This is an optimization exercise on Yosys and OpenROAD, whose aim is small area, a short achievable clock period and few clock cycles per item, not a production implementation.
The RTL of this run was laid out without a check of its function.

**design/flow/config.mk**
```make
export PLATFORM = sky130hd
export DESIGN_NAME = cordic_vector
export DESIGN_NICKNAME = cordic_vector
export VERILOG_FILES = /design/flow/design.v
export SDC_FILE = /design/flow/constraint.sdc
export NUM_CORES = 4
export LEC_CHECK = 0
export CAP_MARGIN = 20
export CORE_MARGIN = 2
export CORE_UTILIZATION = 50
export SLEW_MARGIN = 20
```
**design/flow/design.v**
```verilog
module cordic_vector (
  input  logic        clk,
  input  logic        reset,
  input  logic [31:0] x_in,
  input  logic [31:0] y_in,
  input  logic        in_valid,
  output logic        in_ready,
  output logic [31:0] angle,
  output logic [31:0] magnitude,
  output logic        out_valid,
  input  logic        out_ready
);
  function automatic logic [31:0] ztab1(input logic [4:0] ztab1_k);
    ztab1 = (ztab1_k[4] ? (ztab1_k[3] ? (ztab1_k[2] ? (ztab1_k[1] ? (ztab1_k[0] ? 32'hCB4298FC : 32'hAD9631F8) : (ztab1_k[0] ? 32'hBB94DE00 : 32'h9DE876FC)) : (ztab1_k[1] ? (ztab1_k[0] ? 32'hC34D2A58 : 32'hA5A0C354) : (ztab1_k[0] ? 32'hB39F6F5C : 32'h95F30858))) : (ztab1_k[2] ? (ztab1_k[1] ? (ztab1_k[0] ? 32'h620E7CF6 : 32'h446215F2) : (ztab1_k[0] ? 32'h5260C1FA : 32'h34B45AF6)) : (ztab1_k[1] ? (ztab1_k[0] ? 32'h5A190E52 : 32'h3C6CA74E) : (ztab1_k[0] ? 32'h4A6B5356 : 32'h2CBEEC52)))) : (ztab1_k[3] ? (ztab1_k[2] ? (ztab1_k[1] ? (ztab1_k[0] ? 32'hFD868FA5 : 32'hDFDA28A1) : (ztab1_k[0] ? 32'hEDD8D4A9 : 32'hD02C6DA5)) : (ztab1_k[1] ? (ztab1_k[0] ? 32'hF5912101 : 32'hD7E4B9FD) : (ztab1_k[0] ? 32'hE5E36605 : 32'hC836FF01))) : (ztab1_k[2] ? (ztab1_k[1] ? (ztab1_k[0] ? 32'h2FCA864D : 32'h121E1F49) : (ztab1_k[0] ? 32'h201CCB51 : 32'h0270644D)) : (ztab1_k[1] ? (ztab1_k[0] ? 32'h27D517A9 : 32'h0A28B0A5) : (ztab1_k[0] ? 32'h18275CAD : 32'hFA7AF5A9)))));
  endfunction
  function automatic logic [31:0] ztab2(input logic [2:0] ztab2_k);
    ztab2 = (ztab2_k[2] ? (ztab2_k[1] ? (ztab2_k[0] ? 32'h06FE7B7A : 32'h02FFD004) : (ztab2_k[0] ? 32'h04FEA620 : 32'h00FFFAAA)) : (ztab2_k[1] ? (ztab2_k[0] ? 32'h05FE80D0 : 32'h01FFD55A) : (ztab2_k[0] ? 32'h03FEAB76 : 32'h00000000)));
  endfunction
  function automatic logic [31:0] ztab3(input logic [3:0] ztab3_k);
    ztab3 = (ztab3_k[3] ? (ztab3_k[2] ? (ztab3_k[1] ? (ztab3_k[0] ? 32'h00EFFF38 : 32'h006FFFE4) : (ztab3_k[0] ? 32'h00AFFF4E : 32'h002FFFFA)) : (ztab3_k[1] ? (ztab3_k[0] ? 32'h00CFFF3C : 32'h004FFFE8) : (ztab3_k[0] ? 32'h008FFF52 : 32'h000FFFFE))) : (ztab3_k[2] ? (ztab3_k[1] ? (ztab3_k[0] ? 32'h00DFFF3A : 32'h005FFFE6) : (ztab3_k[0] ? 32'h009FFF50 : 32'h001FFFFC)) : (ztab3_k[1] ? (ztab3_k[0] ? 32'h00BFFF3E : 32'h003FFFEA) : (ztab3_k[0] ? 32'h007FFF54 : 32'h00000000))));
  endfunction
  logic en;   
  logic        v0;
  logic [31:0] xr0, yr0;
  always_ff @(posedge clk or negedge reset)
    if (!reset) v0 <= 1'b0;
    else if (en) v0 <= in_valid;
  always_ff @(posedge clk) if (en) begin xr0 <= x_in; yr0 <= y_in; end
  logic sx1, sy1;
  logic [30:0] ax1, ay1;
  logic [32:0] x_1_1;
  logic [33:0] y_1_1;
  assign sx1 = xr0[31];
  assign sy1 = yr0[31];
  assign ax1 = xr0[30:0] ^ {31{sx1}};
  assign ay1 = yr0[30:0] ^ {31{sy1}};
  assign x_1_1 = {2'b0, ax1} + {2'b0, ay1} + {31'b0, sx1 & sy1, sx1 ^ sy1};
  assign y_1_1 = (sx1 == sy1) ? ({3'b0, ay1} + {3'b111, ~ax1} + 34'd1)
                            : ({3'b0, ax1} + {3'b111, ~ay1} + {32'b0, sx1, 1'b0});
  logic v1;
  logic [32:0] x1;
  logic [33:0] y1;
  logic [1:0] q1;
  always_ff @(posedge clk or negedge reset)
    if (!reset) v1 <= 1'b0;
    else if (en) v1 <= v0;
  always_ff @(posedge clk) if (en) begin
    x1 <= x_1_1;
    y1 <= y_1_1;
    q1 <= {sx1, sy1};
  end
  logic d1;
  assign d1 = ~y1[33];
  logic [33:0] ye_2_1;
  assign ye_2_1 = y1[33:0];
  logic [32:0] x_2_2;
  assign x_2_2 = x1 + (ye_2_1[33:1] ^ {33{~d1}}) + {32'b0, ~d1};
  logic [32:0] xs_2_1;
  assign xs_2_1 = {1'b0, x1[32:1]};
  logic [32:0] y_2_2;
  assign y_2_2 = y1[32:0] + (xs_2_1 ^ {33{d1}}) + {32'b0, d1};
  logic v2;
  logic [32:0] x2;
  logic [32:0] y2;
  logic [1:0] q2;
  logic [1:1] dd2;
  always_ff @(posedge clk or negedge reset)
    if (!reset) v2 <= 1'b0;
    else if (en) v2 <= v1;
  always_ff @(posedge clk) if (en) begin
    x2 <= x_2_2;
    y2 <= y_2_2;
    q2 <= q1;
    dd2 <= {d1};
  end
  logic d2;
  assign d2 = ~y2[32];
  logic [34:0] ye_3_2;
  assign ye_3_2 = {{2{y2[32]}}, y2};
  logic [32:0] x_3_3;
  assign x_3_3 = x2 + (ye_3_2[34:2] ^ {33{~d2}}) + {32'b0, ~d2};
  logic [31:0] xs_3_2;
  assign xs_3_2 = {1'b0, x2[32:2]};
  logic [31:0] y_3_3;
  assign y_3_3 = y2[31:0] + (xs_3_2 ^ {32{d2}}) + {31'b0, d2};
  logic v3;
  logic [32:0] x3;
  logic [31:0] y3;
  logic [1:0] q3;
  logic [2:1] dd3;
  always_ff @(posedge clk or negedge reset)
    if (!reset) v3 <= 1'b0;
    else if (en) v3 <= v2;
  always_ff @(posedge clk) if (en) begin
    x3 <= x_3_3;
    y3 <= y_3_3;
    q3 <= q2;
    dd3 <= {d2, dd2};
  end
  logic d3;
  assign d3 = ~y3[31];
  logic [35:0] ye_4_3;
  assign ye_4_3 = {{4{y3[31]}}, y3};
  logic [32:0] x_4_4;
  assign x_4_4 = x3 + (ye_4_3[35:3] ^ {33{~d3}}) + {32'b0, ~d3};
  logic [30:0] xs_4_3;
  assign xs_4_3 = {1'b0, x3[32:3]};
  logic [30:0] y_4_4;
  assign y_4_4 = y3[30:0] + (xs_4_3 ^ {31{d3}}) + {30'b0, d3};
  logic v4;
  logic [32:0] x4;
  logic [30:0] y4;
  logic [1:0] q4;
  logic [3:1] dd4;
  always_ff @(posedge clk or negedge reset)
    if (!reset) v4 <= 1'b0;
    else if (en) v4 <= v3;
  always_ff @(posedge clk) if (en) begin
    x4 <= x_4_4;
    y4 <= y_4_4;
    q4 <= q3;
    dd4 <= {d3, dd3};
  end
  logic d4;
  assign d4 = ~y4[30];
  logic [36:0] ye_5_4;
  assign ye_5_4 = {{6{y4[30]}}, y4};
  logic [32:0] x_5_5;
  assign x_5_5 = x4 + (ye_5_4[36:4] ^ {33{~d4}}) + {32'b0, ~d4};
  logic [29:0] xs_5_4;
  assign xs_5_4 = {1'b0, x4[32:4]};
  logic [29:0] y_5_5;
  assign y_5_5 = y4[29:0] + (xs_5_4 ^ {30{d4}}) + {29'b0, d4};
  logic v5;
  logic [32:0] x5;
  logic [29:0] y5;
  logic [1:0] q5;
  logic [4:1] dd5;
  always_ff @(posedge clk or negedge reset)
    if (!reset) v5 <= 1'b0;
    else if (en) v5 <= v4;
  always_ff @(posedge clk) if (en) begin
    x5 <= x_5_5;
    y5 <= y_5_5;
    q5 <= q4;
    dd5 <= {d4, dd4};
  end
  logic d5;
  assign d5 = ~y5[29];
  logic [37:0] ye_6_5;
  assign ye_6_5 = {{8{y5[29]}}, y5};
  logic [32:0] x_6_6;
  assign x_6_6 = x5 + (ye_6_5[37:5] ^ {33{~d5}}) + {32'b0, ~d5};
  logic [28:0] xs_6_5;
  assign xs_6_5 = {1'b0, x5[32:5]};
  logic [28:0] y_6_6;
  assign y_6_6 = y5[28:0] + (xs_6_5 ^ {29{d5}}) + {28'b0, d5};
  logic v6;
  logic [32:0] x6;
  logic [28:0] y6;
  logic [1:0] q6;
  logic [5:1] dd6;
  always_ff @(posedge clk or negedge reset)
    if (!reset) v6 <= 1'b0;
    else if (en) v6 <= v5;
  always_ff @(posedge clk) if (en) begin
    x6 <= x_6_6;
    y6 <= y_6_6;
    q6 <= q5;
    dd6 <= {d5, dd5};
  end
  logic d6;
  assign d6 = ~y6[28];
  logic [38:0] ye_7_6;
  assign ye_7_6 = {{10{y6[28]}}, y6};
  logic [32:0] x_7_7;
  assign x_7_7 = x6 + (ye_7_6[38:6] ^ {33{~d6}}) + {32'b0, ~d6};
  logic [27:0] xs_7_6;
  assign xs_7_6 = {1'b0, x6[32:6]};
  logic [27:0] y_7_7;
  assign y_7_7 = y6[27:0] + (xs_7_6 ^ {28{d6}}) + {27'b0, d6};
  logic v7;
  logic [32:0] x7;
  logic [27:0] y7;
  logic [1:0] q7;
  logic [6:1] dd7;
  always_ff @(posedge clk or negedge reset)
    if (!reset) v7 <= 1'b0;
    else if (en) v7 <= v6;
  always_ff @(posedge clk) if (en) begin
    x7 <= x_7_7;
    y7 <= y_7_7;
    q7 <= q6;
    dd7 <= {d6, dd6};
  end
  logic d7;
  assign d7 = ~y7[27];
  logic [39:0] ye_8_7;
  assign ye_8_7 = {{12{y7[27]}}, y7};
  logic [32:0] x_8_8;
  assign x_8_8 = x7 + (ye_8_7[39:7] ^ {33{~d7}}) + {32'b0, ~d7};
  logic [26:0] xs_8_7;
  assign xs_8_7 = {1'b0, x7[32:7]};
  logic [26:0] y_8_8;
  assign y_8_8 = y7[26:0] + (xs_8_7 ^ {27{d7}}) + {26'b0, d7};
  logic v8;
  logic [32:0] x8;
  logic [26:0] y8;
  logic [1:0] q8;
  logic [7:1] dd8;
  always_ff @(posedge clk or negedge reset)
    if (!reset) v8 <= 1'b0;
    else if (en) v8 <= v7;
  always_ff @(posedge clk) if (en) begin
    x8 <= x_8_8;
    y8 <= y_8_8;
    q8 <= q7;
    dd8 <= {d7, dd7};
  end
  logic d8;
  assign d8 = ~y8[26];
  logic [40:0] ye_9_8;
  assign ye_9_8 = {{14{y8[26]}}, y8};
  logic [32:0] x_9_9;
  assign x_9_9 = x8 + (ye_9_8[40:8] ^ {33{~d8}}) + {32'b0, ~d8};
  logic [25:0] xs_9_8;
  assign xs_9_8 = {1'b0, x8[32:8]};
  logic [25:0] y_9_9;
  assign y_9_9 = y8[25:0] + (xs_9_8 ^ {26{d8}}) + {25'b0, d8};
  logic v9;
  logic [32:0] x9;
  logic [25:0] y9;
  logic [1:0] q9;
  logic [8:1] dd9;
  always_ff @(posedge clk or negedge reset)
    if (!reset) v9 <= 1'b0;
    else if (en) v9 <= v8;
  always_ff @(posedge clk) if (en) begin
    x9 <= x_9_9;
    y9 <= y_9_9;
    q9 <= q8;
    dd9 <= {d8, dd8};
  end
  logic d9;
  assign d9 = ~y9[25];
  logic [41:0] ye_10_9;
  assign ye_10_9 = {{16{y9[25]}}, y9};
  logic [32:0] x_10_10;
  assign x_10_10 = x9 + (ye_10_9[41:9] ^ {33{~d9}}) + {32'b0, ~d9};
  logic [24:0] xs_10_9;
  assign xs_10_9 = {1'b0, x9[32:9]};
  logic [24:0] y_10_10;
  assign y_10_10 = y9[24:0] + (xs_10_9 ^ {25{d9}}) + {24'b0, d9};
  logic v10;
  logic [32:0] x10;
  logic [24:0] y10;
  logic [1:0] q10;
  logic [9:1] dd10;
  always_ff @(posedge clk or negedge reset)
    if (!reset) v10 <= 1'b0;
    else if (en) v10 <= v9;
  always_ff @(posedge clk) if (en) begin
    x10 <= x_10_10;
    y10 <= y_10_10;
    q10 <= q9;
    dd10 <= {d9, dd9};
  end
  logic d10;
  assign d10 = ~y10[24];
  logic [42:0] ye_11_10;
  assign ye_11_10 = {{18{y10[24]}}, y10};
  logic [32:0] x_11_11;
  assign x_11_11 = x10 + (ye_11_10[42:10] ^ {33{~d10}}) + {32'b0, ~d10};
  logic [23:0] xs_11_10;
  assign xs_11_10 = {1'b0, x10[32:10]};
  logic [23:0] y_11_11;
  assign y_11_11 = y10[23:0] + (xs_11_10 ^ {24{d10}}) + {23'b0, d10};
  logic v11;
  logic [32:0] x11;
  logic [23:0] y11;
  logic [1:0] q11;
  logic [10:1] dd11;
  always_ff @(posedge clk or negedge reset)
    if (!reset) v11 <= 1'b0;
    else if (en) v11 <= v10;
  always_ff @(posedge clk) if (en) begin
    x11 <= x_11_11;
    y11 <= y_11_11;
    q11 <= q10;
    dd11 <= {d10, dd10};
  end
  logic d11;
  assign d11 = ~y11[23];
  logic [43:0] ye_12_11;
  assign ye_12_11 = {{20{y11[23]}}, y11};
  logic [32:0] x_12_12;
  assign x_12_12 = x11 + (ye_12_11[43:11] ^ {33{~d11}}) + {32'b0, ~d11};
  logic [22:0] xs_12_11;
  assign xs_12_11 = {1'b0, x11[32:11]};
  logic [22:0] y_12_12;
  assign y_12_12 = y11[22:0] + (xs_12_11 ^ {23{d11}}) + {22'b0, d11};
  logic v12;
  logic [32:0] x12;
  logic [22:0] y12;
  logic [1:0] q12;
  logic [11:1] dd12;
  always_ff @(posedge clk or negedge reset)
    if (!reset) v12 <= 1'b0;
    else if (en) v12 <= v11;
  always_ff @(posedge clk) if (en) begin
    x12 <= x_12_12;
    y12 <= y_12_12;
    q12 <= q11;
    dd12 <= {d11, dd11};
  end
  logic d12;
  assign d12 = ~y12[22];
  logic [44:0] ye_13_12;
  assign ye_13_12 = {{22{y12[22]}}, y12};
  logic [32:0] x_13_13;
  assign x_13_13 = x12 + (ye_13_12[44:12] ^ {33{~d12}}) + {32'b0, ~d12};
  logic [21:0] xs_13_12;
  assign xs_13_12 = {1'b0, x12[32:12]};
  logic [21:0] y_13_13;
  assign y_13_13 = y12[21:0] + (xs_13_12 ^ {22{d12}}) + {21'b0, d12};
  logic v13;
  logic [32:0] x13;
  logic [21:0] y13;
  logic [1:0] q13;
  logic [12:1] dd13;
  always_ff @(posedge clk or negedge reset)
    if (!reset) v13 <= 1'b0;
    else if (en) v13 <= v12;
  always_ff @(posedge clk) if (en) begin
    x13 <= x_13_13;
    y13 <= y_13_13;
    q13 <= q12;
    dd13 <= {d12, dd12};
  end
  logic d13;
  assign d13 = ~y13[21];
  logic [45:0] ye_14_13;
  assign ye_14_13 = {{24{y13[21]}}, y13};
  logic [32:0] x_14_14;
  assign x_14_14 = x13 + (ye_14_13[45:13] ^ {33{~d13}}) + {32'b0, ~d13};
  logic [20:0] xs_14_13;
  assign xs_14_13 = {1'b0, x13[32:13]};
  logic [20:0] y_14_14;
  assign y_14_14 = y13[20:0] + (xs_14_13 ^ {21{d13}}) + {20'b0, d13};
  logic v14;
  logic [32:0] x14;
  logic [20:0] y14;
  logic [1:0] q14;
  logic [13:1] dd14;
  always_ff @(posedge clk or negedge reset)
    if (!reset) v14 <= 1'b0;
    else if (en) v14 <= v13;
  always_ff @(posedge clk) if (en) begin
    x14 <= x_14_14;
    y14 <= y_14_14;
    q14 <= q13;
    dd14 <= {d13, dd13};
  end
  logic d14;
  assign d14 = ~y14[20];
  logic [46:0] ye_15_14;
  assign ye_15_14 = {{26{y14[20]}}, y14};
  logic [32:0] x_15_15;
  assign x_15_15 = x14 + (ye_15_14[46:14] ^ {33{~d14}}) + {32'b0, ~d14};
  logic [19:0] xs_15_14;
  assign xs_15_14 = {1'b0, x14[32:14]};
  logic [19:0] y_15_15;
  assign y_15_15 = y14[19:0] + (xs_15_14 ^ {20{d14}}) + {19'b0, d14};
  logic v15;
  logic [32:0] x15;
  logic [19:0] y15;
  logic [1:0] q15;
  logic [14:1] dd15;
  always_ff @(posedge clk or negedge reset)
    if (!reset) v15 <= 1'b0;
    else if (en) v15 <= v14;
  always_ff @(posedge clk) if (en) begin
    x15 <= x_15_15;
    y15 <= y_15_15;
    q15 <= q14;
    dd15 <= {d14, dd14};
  end
  logic d15;
  assign d15 = ~y15[19];
  logic [47:0] ye_16_15;
  assign ye_16_15 = {{28{y15[19]}}, y15};
  logic [32:0] x_16_16;
  assign x_16_16 = x15 + (ye_16_15[47:15] ^ {33{~d15}}) + {32'b0, ~d15};
  logic [18:0] xs_16_15;
  assign xs_16_15 = {1'b0, x15[32:15]};
  logic [18:0] y_16_16;
  assign y_16_16 = y15[18:0] + (xs_16_15 ^ {19{d15}}) + {18'b0, d15};
  logic v16;
  logic [32:0] x16;
  logic [18:0] y16;
  logic [1:0] q16;
  logic [15:1] dd16;
  always_ff @(posedge clk or negedge reset)
    if (!reset) v16 <= 1'b0;
    else if (en) v16 <= v15;
  always_ff @(posedge clk) if (en) begin
    x16 <= x_16_16;
    y16 <= y_16_16;
    q16 <= q15;
    dd16 <= {d15, dd15};
  end
  logic d16;
  assign d16 = ~y16[18];
  logic [48:0] ye_17_16;
  assign ye_17_16 = {{30{y16[18]}}, y16};
  logic [32:0] x_17_17;
  assign x_17_17 = x16 + (ye_17_16[48:16] ^ {33{~d16}}) + {32'b0, ~d16};
  logic [17:0] xs_17_16;
  assign xs_17_16 = {1'b0, x16[32:16]};
  logic [17:0] y_17_17;
  assign y_17_17 = y16[17:0] + (xs_17_16 ^ {18{d16}}) + {17'b0, d16};
  logic v17;
  logic [32:0] x17;
  logic [17:0] y17;
  logic [1:0] q17;
  logic [16:1] dd17;
  always_ff @(posedge clk or negedge reset)
    if (!reset) v17 <= 1'b0;
    else if (en) v17 <= v16;
  always_ff @(posedge clk) if (en) begin
    x17 <= x_17_17;
    y17 <= y_17_17;
    q17 <= q16;
    dd17 <= {d16, dd16};
  end
  logic d17;
  assign d17 = ~y17[17];
  logic [16:0] xs_18_17;
  assign xs_18_17 = {1'b0, x17[32:17]};
  logic [16:0] y_18_18;
  assign y_18_18 = y17[16:0] + (xs_18_17 ^ {17{d17}}) + {16'b0, d17 ^ 1'b0};
  logic [3:0] c_18_18;
  assign c_18_18 = {3'b0, ~d17};
  logic v18;
  logic [32:0] x18;
  logic [16:0] y18;
  logic [3:0] c18;
  logic [1:0] q18;
  logic [17:1] dd18;
  always_ff @(posedge clk or negedge reset)
    if (!reset) v18 <= 1'b0;
    else if (en) v18 <= v17;
  always_ff @(posedge clk) if (en) begin
    x18 <= x17;
    y18 <= y_18_18;
    c18 <= c_18_18;
    q18 <= q17;
    dd18 <= {d17, dd17};
  end
  logic d18;
  assign d18 = ~y18[16];
  logic [4:0] l4_19_18;
  assign l4_19_18 = {1'b0, x18[3:0]} + {1'b0, c18};
  logic cy_19_18;
  assign cy_19_18 = (&x18[17:4]) & l4_19_18[4];
  logic [15:0] xs_19_18;
  assign xs_19_18 = {1'b0, x18[32:18]};
  logic [15:0] y_19_19;
  assign y_19_19 = y18[15:0] + (xs_19_18 ^ {16{d18}}) + {15'b0, d18 ^ cy_19_18};
  logic [3:0] c_19_19;
  assign c_19_19 = c18 + {3'b0, ~d18};
  logic v19;
  logic [32:0] x19;
  logic [15:0] y19;
  logic [3:0] c19;
  logic [1:0] q19;
  logic [18:1] dd19;
  always_ff @(posedge clk or negedge reset)
    if (!reset) v19 <= 1'b0;
    else if (en) v19 <= v18;
  always_ff @(posedge clk) if (en) begin
    x19 <= x18;
    y19 <= y_19_19;
    c19 <= c_19_19;
    q19 <= q18;
    dd19 <= {d18, dd18};
  end
  logic d19;
  assign d19 = ~y19[15];
  logic [4:0] l4_20_19;
  assign l4_20_19 = {1'b0, x19[3:0]} + {1'b0, c19};
  logic cy_20_19;
  assign cy_20_19 = (&x19[18:4]) & l4_20_19[4];
  logic [14:0] xs_20_19;
  assign xs_20_19 = {1'b0, x19[32:19]};
  logic [14:0] y_20_20;
  assign y_20_20 = y19[14:0] + (xs_20_19 ^ {15{d19}}) + {14'b0, d19 ^ cy_20_19};
  logic [3:0] c_20_20;
  assign c_20_20 = c19 + {3'b0, ~d19};
  logic v20;
  logic [32:0] x20;
  logic [14:0] y20;
  logic [3:0] c20;
  logic [1:0] q20;
  logic [19:1] dd20;
  always_ff @(posedge clk or negedge reset)
    if (!reset) v20 <= 1'b0;
    else if (en) v20 <= v19;
  always_ff @(posedge clk) if (en) begin
    x20 <= x19;
    y20 <= y_20_20;
    c20 <= c_20_20;
    q20 <= q19;
    dd20 <= {d19, dd19};
  end
  logic d20;
  assign d20 = ~y20[14];
  logic [4:0] l4_21_20;
  assign l4_21_20 = {1'b0, x20[3:0]} + {1'b0, c20};
  logic cy_21_20;
  assign cy_21_20 = (&x20[19:4]) & l4_21_20[4];
  logic [13:0] xs_21_20;
  assign xs_21_20 = {1'b0, x20[32:20]};
  logic [13:0] y_21_21;
  assign y_21_21 = y20[13:0] + (xs_21_20 ^ {14{d20}}) + {13'b0, d20 ^ cy_21_20};
  logic [3:0] c_21_21;
  assign c_21_21 = c20 + {3'b0, ~d20};
  logic v21;
  logic [32:0] x21;
  logic [13:0] y21;
  logic [3:0] c21;
  logic [1:0] q21;
  logic [20:1] dd21;
  always_ff @(posedge clk or negedge reset)
    if (!reset) v21 <= 1'b0;
    else if (en) v21 <= v20;
  always_ff @(posedge clk) if (en) begin
    x21 <= x20;
    y21 <= y_21_21;
    c21 <= c_21_21;
    q21 <= q20;
    dd21 <= {d20, dd20};
  end
  logic d21;
  assign d21 = ~y21[13];
  logic [4:0] l4_22_21;
  assign l4_22_21 = {1'b0, x21[3:0]} + {1'b0, c21};
  logic cy_22_21;
  assign cy_22_21 = (&x21[20:4]) & l4_22_21[4];
  logic [12:0] xs_22_21;
  assign xs_22_21 = {1'b0, x21[32:21]};
  logic [12:0] y_22_22;
  assign y_22_22 = y21[12:0] + (xs_22_21 ^ {13{d21}}) + {12'b0, d21 ^ cy_22_21};
  logic [3:0] c_22_22;
  assign c_22_22 = c21 + {3'b0, ~d21};
  logic v22;
  logic [32:0] x22;
  logic [12:0] y22;
  logic [3:0] c22;
  logic [1:0] q22;
  logic [21:1] dd22;
  always_ff @(posedge clk or negedge reset)
    if (!reset) v22 <= 1'b0;
    else if (en) v22 <= v21;
  always_ff @(posedge clk) if (en) begin
    x22 <= x21;
    y22 <= y_22_22;
    c22 <= c_22_22;
    q22 <= q21;
    dd22 <= {d21, dd21};
  end
  logic d22;
  assign d22 = ~y22[12];
  logic [4:0] l4_23_22;
  assign l4_23_22 = {1'b0, x22[3:0]} + {1'b0, c22};
  logic cy_23_22;
  assign cy_23_22 = (&x22[21:4]) & l4_23_22[4];
  logic [11:0] xs_23_22;
  assign xs_23_22 = {1'b0, x22[32:22]};
  logic [11:0] y_23_23;
  assign y_23_23 = y22[11:0] + (xs_23_22 ^ {12{d22}}) + {11'b0, d22 ^ cy_23_22};
  logic [3:0] c_23_23;
  assign c_23_23 = c22 + {3'b0, ~d22};
  logic v23;
  logic [32:0] x23;
  logic [11:0] y23;
  logic [3:0] c23;
  logic [1:0] q23;
  logic [22:1] dd23;
  always_ff @(posedge clk or negedge reset)
    if (!reset) v23 <= 1'b0;
    else if (en) v23 <= v22;
  always_ff @(posedge clk) if (en) begin
    x23 <= x22;
    y23 <= y_23_23;
    c23 <= c_23_23;
    q23 <= q22;
    dd23 <= {d22, dd22};
  end
  logic d23;
  assign d23 = ~y23[11];
  logic [4:0] l4_24_23;
  assign l4_24_23 = {1'b0, x23[3:0]} + {1'b0, c23};
  logic cy_24_23;
  assign cy_24_23 = (&x23[22:4]) & l4_24_23[4];
  logic [10:0] xs_24_23;
  assign xs_24_23 = {1'b0, x23[32:23]};
  logic [10:0] y_24_24;
  assign y_24_24 = y23[10:0] + (xs_24_23 ^ {11{d23}}) + {10'b0, d23 ^ cy_24_23};
  logic [3:0] c_24_24;
  assign c_24_24 = c23 + {3'b0, ~d23};
  logic v24;
  logic [32:0] x24;
  logic [10:0] y24;
  logic [3:0] c24;
  logic [1:0] q24;
  logic [23:1] dd24;
  always_ff @(posedge clk or negedge reset)
    if (!reset) v24 <= 1'b0;
    else if (en) v24 <= v23;
  always_ff @(posedge clk) if (en) begin
    x24 <= x23;
    y24 <= y_24_24;
    c24 <= c_24_24;
    q24 <= q23;
    dd24 <= {d23, dd23};
  end
  logic d24;
  assign d24 = ~y24[10];
  logic [4:0] l4_25_24;
  assign l4_25_24 = {1'b0, x24[3:0]} + {1'b0, c24};
  logic cy_25_24;
  assign cy_25_24 = (&x24[23:4]) & l4_25_24[4];
  logic [9:0] xs_25_24;
  assign xs_25_24 = {1'b0, x24[32:24]};
  logic [9:0] y_25_25;
  assign y_25_25 = y24[9:0] + (xs_25_24 ^ {10{d24}}) + {9'b0, d24 ^ cy_25_24};
  logic [3:0] c_25_25;
  assign c_25_25 = c24 + {3'b0, ~d24};
  logic v25;
  logic [32:0] x25;
  logic [9:0] y25;
  logic [3:0] c25;
  logic [1:0] q25;
  logic [24:1] dd25;
  always_ff @(posedge clk or negedge reset)
    if (!reset) v25 <= 1'b0;
    else if (en) v25 <= v24;
  always_ff @(posedge clk) if (en) begin
    x25 <= x24;
    y25 <= y_25_25;
    c25 <= c_25_25;
    q25 <= q24;
    dd25 <= {d24, dd24};
  end
  logic d25;
  assign d25 = ~y25[9];
  logic [4:0] l4_26_25;
  assign l4_26_25 = {1'b0, x25[3:0]} + {1'b0, c25};
  logic cy_26_25;
  assign cy_26_25 = (&x25[24:4]) & l4_26_25[4];
  logic [8:0] xs_26_25;
  assign xs_26_25 = {1'b0, x25[32:25]};
  logic [8:0] y_26_26;
  assign y_26_26 = y25[8:0] + (xs_26_25 ^ {9{d25}}) + {8'b0, d25 ^ cy_26_25};
  logic [3:0] c_26_26;
  assign c_26_26 = c25 + {3'b0, ~d25};
  logic v26;
  logic [32:0] x26;
  logic [8:0] y26;
  logic [3:0] c26;
  logic [1:0] q26;
  logic [25:1] dd26;
  always_ff @(posedge clk or negedge reset)
    if (!reset) v26 <= 1'b0;
    else if (en) v26 <= v25;
  always_ff @(posedge clk) if (en) begin
    x26 <= x25;
    y26 <= y_26_26;
    c26 <= c_26_26;
    q26 <= q25;
    dd26 <= {d25, dd25};
  end
  logic d26;
  assign d26 = ~y26[8];
  logic [4:0] l4_27_26;
  assign l4_27_26 = {1'b0, x26[3:0]} + {1'b0, c26};
  logic cy_27_26;
  assign cy_27_26 = (&x26[25:4]) & l4_27_26[4];
  logic [8:0] xs_27_26;
  assign xs_27_26 = {2'b0, x26[32:26]};
  logic [8:0] y_27_27;
  assign y_27_27 = y26[8:0] + (xs_27_26 ^ {9{d26}}) + {8'b0, d26 ^ cy_27_26};
  logic [3:0] c_27_27;
  assign c_27_27 = c26 + {3'b0, ~d26};
  logic v27;
  logic [32:0] x27;
  logic [8:0] y27;
  logic [3:0] c27;
  logic [1:0] q27;
  logic [26:1] dd27;
  always_ff @(posedge clk or negedge reset)
    if (!reset) v27 <= 1'b0;
    else if (en) v27 <= v26;
  always_ff @(posedge clk) if (en) begin
    x27 <= x26;
    y27 <= y_27_27;
    c27 <= c_27_27;
    q27 <= q26;
    dd27 <= {d26, dd26};
  end
  logic d27;
  assign d27 = ~y27[8];
  logic [4:0] l4_28_27;
  assign l4_28_27 = {1'b0, x27[3:0]} + {1'b0, c27};
  logic cy_28_27;
  assign cy_28_27 = (&x27[26:4]) & l4_28_27[4];
  logic [8:0] xs_28_27;
  assign xs_28_27 = {3'b0, x27[32:27]};
  logic [8:0] y_28_28;
  assign y_28_28 = y27[8:0] + (xs_28_27 ^ {9{d27}}) + {8'b0, d27 ^ cy_28_27};
  logic [3:0] c_28_28;
  assign c_28_28 = c27 + {3'b0, ~d27};
  logic v28;
  logic [32:0] x28;
  logic [8:0] y28;
  logic [3:0] c28;
  logic [1:0] q28;
  logic [27:1] dd28;
  always_ff @(posedge clk or negedge reset)
    if (!reset) v28 <= 1'b0;
    else if (en) v28 <= v27;
  always_ff @(posedge clk) if (en) begin
    x28 <= x27;
    y28 <= y_28_28;
    c28 <= c_28_28;
    q28 <= q27;
    dd28 <= {d27, dd27};
  end
  logic d28;
  assign d28 = ~y28[8];
  logic [4:0] l4_29_28;
  assign l4_29_28 = {1'b0, x28[3:0]} + {1'b0, c28};
  logic cy_29_28;
  assign cy_29_28 = (&x28[27:4]) & l4_29_28[4];
  logic [8:0] xs_29_28;
  assign xs_29_28 = {4'b0, x28[32:28]};
  logic [8:0] y_29_29;
  assign y_29_29 = y28[8:0] + (xs_29_28 ^ {9{d28}}) + {8'b0, d28 ^ cy_29_28};
  logic [3:0] c_29_29;
  assign c_29_29 = c28 + {3'b0, ~d28};
  logic v29;
  logic [32:0] x29;
  logic [8:0] y29;
  logic [3:0] c29;
  logic [1:0] q29;
  logic [28:1] dd29;
  always_ff @(posedge clk or negedge reset)
    if (!reset) v29 <= 1'b0;
    else if (en) v29 <= v28;
  always_ff @(posedge clk) if (en) begin
    x29 <= x28;
    y29 <= y_29_29;
    c29 <= c_29_29;
    q29 <= q28;
    dd29 <= {d28, dd28};
  end
  logic d29;
  assign d29 = ~y29[8];
  logic [4:0] l4_30_29;
  assign l4_30_29 = {1'b0, x29[3:0]} + {1'b0, c29};
  logic cy_30_29;
  assign cy_30_29 = (&x29[28:4]) & l4_30_29[4];
  logic [8:0] xs_30_29;
  assign xs_30_29 = {5'b0, x29[32:29]};
  logic [8:0] y_30_30;
  assign y_30_30 = y29[8:0] + (xs_30_29 ^ {9{d29}}) + {8'b0, d29 ^ cy_30_29};
  logic [3:0] c_30_30;
  assign c_30_30 = c29 + {3'b0, ~d29};
  logic v30;
  logic [32:0] x30;
  logic [8:0] y30;
  logic [3:0] c30;
  logic [1:0] q30;
  logic [29:1] dd30;
  always_ff @(posedge clk or negedge reset)
    if (!reset) v30 <= 1'b0;
    else if (en) v30 <= v29;
  always_ff @(posedge clk) if (en) begin
    x30 <= x29;
    y30 <= y_30_30;
    c30 <= c_30_30;
    q30 <= q29;
    dd30 <= {d29, dd29};
  end
  logic d30;
  assign d30 = ~y30[8];
  logic [4:0] l4_31_30;
  assign l4_31_30 = {1'b0, x30[3:0]} + {1'b0, c30};
  logic cy_31_30;
  assign cy_31_30 = (&x30[29:4]) & l4_31_30[4];
  logic [8:0] xs_31_30;
  assign xs_31_30 = {6'b0, x30[32:30]};
  logic [8:0] y_31_31;
  assign y_31_31 = y30[8:0] + (xs_31_30 ^ {9{d30}}) + {8'b0, d30 ^ cy_31_30};
  logic [3:0] c_31_31;
  assign c_31_31 = c30 + {3'b0, ~d30};
  logic v31;
  logic [32:0] x31;
  logic [8:0] y31;
  logic [3:0] c31;
  logic [1:0] q31;
  logic [29:1] dd31;
  always_ff @(posedge clk or negedge reset)
    if (!reset) v31 <= 1'b0;
    else if (en) v31 <= v30;
  always_ff @(posedge clk) if (en) begin
    x31 <= x30;
    y31 <= y_31_31;
    c31 <= c_31_31;
    q31 <= q30;
    dd31 <= {dd30};
  end
  logic d31;
  assign d31 = ~y31[8];
  logic [4:0] l4_32_31;
  assign l4_32_31 = {1'b0, x31[3:0]} + {1'b0, c31};
  logic cy_32_31;
  assign cy_32_31 = (&x31[30:4]) & l4_32_31[4];
  logic [3:0] c_32_32;
  assign c_32_32 = c31 + {3'b0, ~d31};
  logic v32;
  logic [32:0] x32;
  logic [3:0] c32;
  logic [1:0] q32;
  logic [29:1] dd32;
  always_ff @(posedge clk or negedge reset)
    if (!reset) v32 <= 1'b0;
    else if (en) v32 <= v31;
  always_ff @(posedge clk) if (en) begin
    x32 <= x31;
    c32 <= c_32_32;
    q32 <= q31;
    dd32 <= {dd31};
  end
  logic [55:0] pp0;
  assign pp0 = ~({23'b0, x32} << 0);
  logic [55:0] pp3;
  assign pp3 = ~({23'b0, x32} << 3);
  logic [55:0] pp7;
  assign pp7 = {23'b0, x32} << 7;
  logic [55:0] pp9;
  assign pp9 = {23'b0, x32} << 9;
  logic [55:0] pp11;
  assign pp11 = ~({23'b0, x32} << 11);
  logic [55:0] pp14;
  assign pp14 = ~({23'b0, x32} << 14);
  logic [55:0] pp17;
  assign pp17 = ~({23'b0, x32} << 17);
  logic [55:0] pp20;
  assign pp20 = {23'b0, x32} << 20;
  logic [55:0] pp22;
  assign pp22 = {23'b0, x32} << 22;
  logic [55:0] ppc;
  assign ppc = (c32[3] ? (c32[2] ? (c32[1] ? (c32[0] ? 56'h000000048DECFE : 56'h00000004403287) : (c32[0] ? 56'h00000003F27810 : 56'h00000003A4BD99)) : (c32[1] ? (c32[0] ? 56'h00000003570322 : 56'h000000030948AB) : (c32[0] ? 56'h00000002BB8E34 : 56'h000000026DD3BD))) : (c32[2] ? (c32[1] ? (c32[0] ? 56'h00000002201946 : 56'h00000001D25ECF) : (c32[0] ? 56'h0000000184A458 : 56'h0000000136E9E1)) : (c32[1] ? (c32[0] ? 56'h00000000E92F6A : 56'h000000009B74F3) : (c32[0] ? 56'h000000004DBA7C : 56'h00000000000005))));
  logic [55:0] pm_s0_0, pm_c0_0;
  assign pm_s0_0 = pp0 ^ pp3 ^ pp7;
  assign pm_c0_0 = ((pp0 & pp3) | (pp0 & pp7) | (pp3 & pp7)) << 1;
  logic [55:0] pm_s0_3, pm_c0_3;
  assign pm_s0_3 = pp9 ^ pp11 ^ pp14;
  assign pm_c0_3 = ((pp9 & pp11) | (pp9 & pp14) | (pp11 & pp14)) << 1;
  logic [55:0] pm_s0_6, pm_c0_6;
  assign pm_s0_6 = pp17 ^ pp20 ^ pp22;
  assign pm_c0_6 = ((pp17 & pp20) | (pp17 & pp22) | (pp20 & pp22)) << 1;
  logic [55:0] pm_s1_0, pm_c1_0;
  assign pm_s1_0 = pm_s0_0 ^ pm_c0_0 ^ pm_s0_3;
  assign pm_c1_0 = ((pm_s0_0 & pm_c0_0) | (pm_s0_0 & pm_s0_3) | (pm_c0_0 & pm_s0_3)) << 1;
  logic [55:0] pm_s1_3, pm_c1_3;
  assign pm_s1_3 = pm_c0_3 ^ pm_s0_6 ^ pm_c0_6;
  assign pm_c1_3 = ((pm_c0_3 & pm_s0_6) | (pm_c0_3 & pm_c0_6) | (pm_s0_6 & pm_c0_6)) << 1;
  logic [55:0] pm_s2_0, pm_c2_0;
  assign pm_s2_0 = pm_s1_0 ^ pm_c1_0 ^ pm_s1_3;
  assign pm_c2_0 = ((pm_s1_0 & pm_c1_0) | (pm_s1_0 & pm_s1_3) | (pm_c1_0 & pm_s1_3)) << 1;
  logic [55:0] pm_s3_0, pm_c3_0;
  assign pm_s3_0 = pm_s2_0 ^ pm_c2_0 ^ pm_c1_3;
  assign pm_c3_0 = ((pm_s2_0 & pm_c2_0) | (pm_s2_0 & pm_c1_3) | (pm_c2_0 & pm_c1_3)) << 1;
  logic [55:0] pm_s4_0, pm_c4_0;
  assign pm_s4_0 = pm_s3_0 ^ pm_c3_0 ^ ppc;
  assign pm_c4_0 = ((pm_s3_0 & pm_c3_0) | (pm_s3_0 & ppc) | (pm_c3_0 & ppc)) << 1;
  logic [23:0] plo;
  assign plo = {1'b0, pm_s4_0[22:0]} + {1'b0, pm_c4_0[22:0]};
  logic [31:0] mag_n, ang_n, zsum;
  logic [31:0] zt1, zt2, zt3, zb;
  assign zt1 = ztab1({q32, dd32[3:1]});
  assign zt2 = ztab2(dd32[6:4]);
  assign zt3 = ztab3(dd32[10:7]);
  assign zb = {12'b0, dd32[11], dd32[12], dd32[13], dd32[14], dd32[15], dd32[16], dd32[17],
                 dd32[18], dd32[19], dd32[20], dd32[21], dd32[22], dd32[23], dd32[24],
                 dd32[25], dd32[26], dd32[27], dd32[28], dd32[29], 1'b1};
  logic [31:0] zs_s0_0, zs_c0_0;
  assign zs_s0_0 = zt1 ^ zt2 ^ zt3;
  assign zs_c0_0 = ((zt1 & zt2) | (zt1 & zt3) | (zt2 & zt3)) << 1;
  logic [31:0] zs_s1_0, zs_c1_0;
  assign zs_s1_0 = zs_s0_0 ^ zs_c0_0 ^ zb;
  assign zs_c1_0 = ((zs_s0_0 & zs_c0_0) | (zs_s0_0 & zb) | (zs_c0_0 & zb)) << 1;
  logic [16:0] zlo;
  assign zlo = {1'b0, zs_s1_0[15:0]} + {1'b0, zs_c1_0[15:0]};
  logic vm, mc;
  logic [32:0] ma, mb;
  logic [15:0] zha, zhb, zl;
  logic zc, zf;
  always_ff @(posedge clk or negedge reset)
    if (!reset) vm <= 1'b0;
    else if (en) vm <= v32;
  always_ff @(posedge clk) if (en) begin
    ma <= pm_s4_0[55:23];
    mb <= pm_c4_0[55:23];
    mc <= plo[23];
    zha <= zs_s1_0[31:16];
    zhb <= zs_c1_0[31:16];
    zl <= zlo[15:0];
    zc <= zlo[16];
    zf <= (x32 == 33'd0);
  end
  logic [32:0] phi;
  assign phi = ma + mb + {32'b0, mc};
  assign mag_n = (phi[32:31] != 2'b00) ? 32'h7FFFFFFF : {1'b0, phi[30:0]};
  logic [15:0] zh;
  assign zh = zha + zhb + {15'b0, zc};
  assign ang_n = zf ? 32'h0 : {zh, zl};
  logic        rv, kv;
  logic [31:0] ra, rm, ka, km;
  logic        take, incoming, load_r;
  assign en       = ~kv;
  assign take     = rv & out_ready;
  assign incoming = en & vm;
  assign load_r   = ~rv | take;
  always_ff @(posedge clk or negedge reset)
    if (!reset) begin
      rv <= 1'b0;
      kv <= 1'b0;
    end else begin
      if (kv) begin
        if (take) kv <= 1'b0;
      end else if (incoming) begin
        if (load_r) rv <= 1'b1;
        else kv <= 1'b1;
      end else if (take) begin
        rv <= 1'b0;
      end
    end
  always_ff @(posedge clk) begin
    if (kv ? take : load_r) begin
      ra <= kv ? ka : ang_n;
      rm <= kv ? km : mag_n;
    end
    if (~kv) begin   
      ka <= ang_n;
      km <= mag_n;
    end
  end
  assign in_ready  = en;
  assign out_valid = rv;
  assign angle     = ra;
  assign magnitude = rm;
endmodule
```
**design/flow/flow/run.sh**
```bash
#!/bin/bash
# The standard layout, with the resizer allowed to change cell footprints and asked for
# more setup slack than the constraint needs, so that it shortens the critical paths.
set -euo pipefail
bash standard.sh synth > synth.log 2>&1
bash standard.sh MATCH_CELL_FOOTPRINT=0 SETUP_SLACK_MARGIN=8.5 finish > layout.log 2>&1
```
**design/flow/standard.sh**
```bash
#!/bin/bash
# synth_recipe.tcl (not shown) runs the flow's synth.tcl, then flattens the netlist and writes it again
# the make line also repeats each setting of config.mk as NAME=value (left out here)
make -C /OpenROAD-flow-scripts/flow DESIGN_CONFIG=/design/flow/config.mk WORK_HOME=/design/flow/orfs CLKGATE_MAP_FILE= SYNTH_SCRIPT=/design/flow/synth_recipe.tcl "${@:-finish}"
```
**design/flow/constraint.sdc**
```tcl
create_clock -name core_clock -period 12.0 [get_ports {clk}]
set_input_delay 2.4000 -clock core_clock [delete_from_list [all_inputs] [get_ports {clk}]]
set_output_delay 2.4000 -clock core_clock [all_outputs]
set_load 0.01 [all_outputs]
```
==> summary.txt <==
## kinds of logic (layout without fill, tap and decap cells)
kind of cell	Yosys count	in the layout	share of synthesized area, %
AND/OR/NAND/NOR	2095	2097	7.13
adder cells (fa/ha/maj)	1548	1548	15.0
other	0	5	0
AO/OA/AOI/OAI	2230	2231	10.0
multiplexers	63	63	0.494
buffers and inverters	1025	2631	2.64
flip-flops	2605	2605	53.0
XOR/XNOR	1951	1951	11.7
## cells in the final DEF (no fill, tap or decap), drive strengths merged, types with 61 or more instances in the layout
master,count
a21o,382
a21oi,659
and2,61
and3,117
buf,1113
clkbuf,448
clkdlybuf4s50,67
clkinv,97
dfxtp,64
edfxtp,2505
fa,342
ha,1206
inv,832
nand2,413
nand2b,154
nand3,214
nand4,140
nor2,550
nor2b,129
nor3,146
o21a,125
o21ai,389
o21bai,122
xnor2,1252
xor2,699
## path summary, 6_finish.rpt
check / slack [ns] / start / endpoint
worst min-delay path: 0.41 / dd13[6] / dd14[6]
worst max-delay path: 7.15 / x32[6] / mc
worst max register to register: 7.15 / x32[6] / mc
min in group asynchronous: 1.93 / reset / v0
worst min register to register: 0.41 / dd13[6] / dd14[6]
max in group asynchronous: 9.70 / reset / v19
## area by class of cell
class,instances,area (um2)
sequential,2605,77400
tap,3900,4880
fill,22400,111000
timing repair buffer,1277,11900
inverter,837,3270
timing repair inverter,3,33.8
clock inverter,163,1810
antenna,5,12.5
clock buffer,351,7650
multi-input combinational,7890,72600
## what timing repair did
action,in CTS,in global routing
buffers inserted,667,365
cloned,39,9
pin swaps,653,751
setup endpoints to repair,2165,941
resized for setup,1386,862
## per-layer routing
metal,vias up,global-route usage (%)
li1,44500,-
met1,45900,30.1
met2,1786,41.6
met3,622,2.49
met4,0,8.27
met5,-,0
==> results.ini <==
[setup_path]
critPathKind = register to register
critPathCaptureType = register
startpoint_type = register
critPathBufInv = 3
slowest_stage = fa_1
path_common_cell = fa_1
worstSetupPathDepth = 15
path_cells = buf_4 -> fa_1 -> fa_1 -> fa_1 -> inv_1 -> fa_1 -> inv_2 -> fa_1 -> ha_1 -> nor2b_1 -> o21ai_1 -> a31oi_2 -> o31a_1 -> nor4_2 -> o21ai_1
critPathMaxStageDelay_ns = 0.55
cp_top_family = adder cells
ff2ff_path_depth = 15
worst-path-max-fanout = 3
cp_data_required_time_ns = 12.63
critPathArrivalTime_ns = 5.49

[finish]
post-route-util_pct = 61.8
drive_above_1_share_pct = 22.7
nets = 14500
stdcell_area_mm2 = 0.180
regMostFlops = y1
final_cells = 17000
synthToLayoutAreaGrowth_pct = 23.0
largest_reg_flops = 34

[cts]
cts_tree = yes
cts.hold.buffers_added = 0
clockRootBuffer = clkbuf_16
clock_latency_ns = 0.90
cts.path.max_buffers = 4
numCtsBuffers = 290
h-tree-depth = 5
cts_sinks = 2605
clk_pin_slew_ns = 0.07

[logic_synthesis]
synth.most_common_cell = edfxtp_1
synth.largest_area_cell = edfxtp_1
ys.warnings.count = 1
dominantRegCellSynth = edfxtp_1
synth_cell_type_count = 86
syn_avg_cell_area_um2 = 12.7
synth-edff-count = 2505
netlist_area_mm2 = 0.146
ys_seq_area_share_pct = 53.0
yosys-top-cells-count = edfxtp_1 (2,505), xnor2_1 (1,252), ha_1 (1,206)
synthCells = 11500
ys_ff_latch = 2605
synth_area_leaders = edfxtp_1 (52%), ha_1 (10%), xnor2_1 (7.5%)
synth_top_area_share_pct = 51.5
ys_async_sr_fraction_pct = 1.38
synth_fp_nets = 13100

[sta]
relSlewSlack_pct = 24.3
fmax_mhz = 206
setup_tns_ns = 0
worst_pin_slew_ns = 1.14
setup_viol = 0
finalClockSkew_ns = 0.0552
slew_viol_final = 0
period_minus_slack_ns = 4.85
hold_ws_ns = 0.405
period_share_pct = 40.4
setup_slack_ns = 7.15
rsz0062_at_grt = yes
finalHoldViolCount = 0

[floorplan]
dieArea_mm2 = 0.296
start_util_pct = 50.2
core_mm2 = 0.291
rows = 198
die_y_um = 544
die_x_um = 544
io_pins = 134

[routing]
top_layer_used = met4
first_pass_iters = 7
wl_met2_um = 183000
drc_errors = 0
wl_per_cell_um = 21.3
dr_wl_met3_um = 12400
drtIter0Drc = 5538
wl_met1_um = 154000
vias = 92800
routed_wl_um = 362000
viasPerCell = 5.45
ant_nets = 0

[min_path]
holdPathStages = 0
hold_class = register to register

[placed_design]
place.gp.congestion = 0.890
dpl.cell_count = 15400
pre_cts_ws_ns = 6.38
dpl_cell_area_mm2 = 0.152
hpwl_um = 252000
port_buffers = 133

[grt]
grt_pass1_wl_um = 543000
grt_pass1_vias = 94000
grt_antenna_before_repair = 11
track_usage_pct = 23.6
grt_overflow = 0
grt_start_max_net_pins = 180

[status]
status = finished clean

[flow_run]
drv_cap = 0

## static timing again, ports no longer ideal
The results above use ideal ports. As a check the final layout listed here was re-extracted and re-timed, cells and wires unchanged.
Step 1 assumes that a clkbuf_16 drives the clock port and a buf_2 every other input.
Step 2, shift: input delay + t, output delay - t, t = (earliest + latest rising clock arrival at the registers) / 2. This alone moves slack from input paths to output paths.
Slacks: no drivers / after step 1 / after step 2; pairs: no drivers / after step 1.
t (ns): 0.979
slack for setup (ns): 7.147 / 7.147 / 7.147
worst register clock-pin slew, ns: 0.07 / 0.07
worst slew at a driven data input, ns: 0.15
cell pins on the clock port's net: 1
After both steps this run still meets setup and hold. The setup slack of this run moves by 0.000 ns with the drivers and by 0.000 ns with both steps.
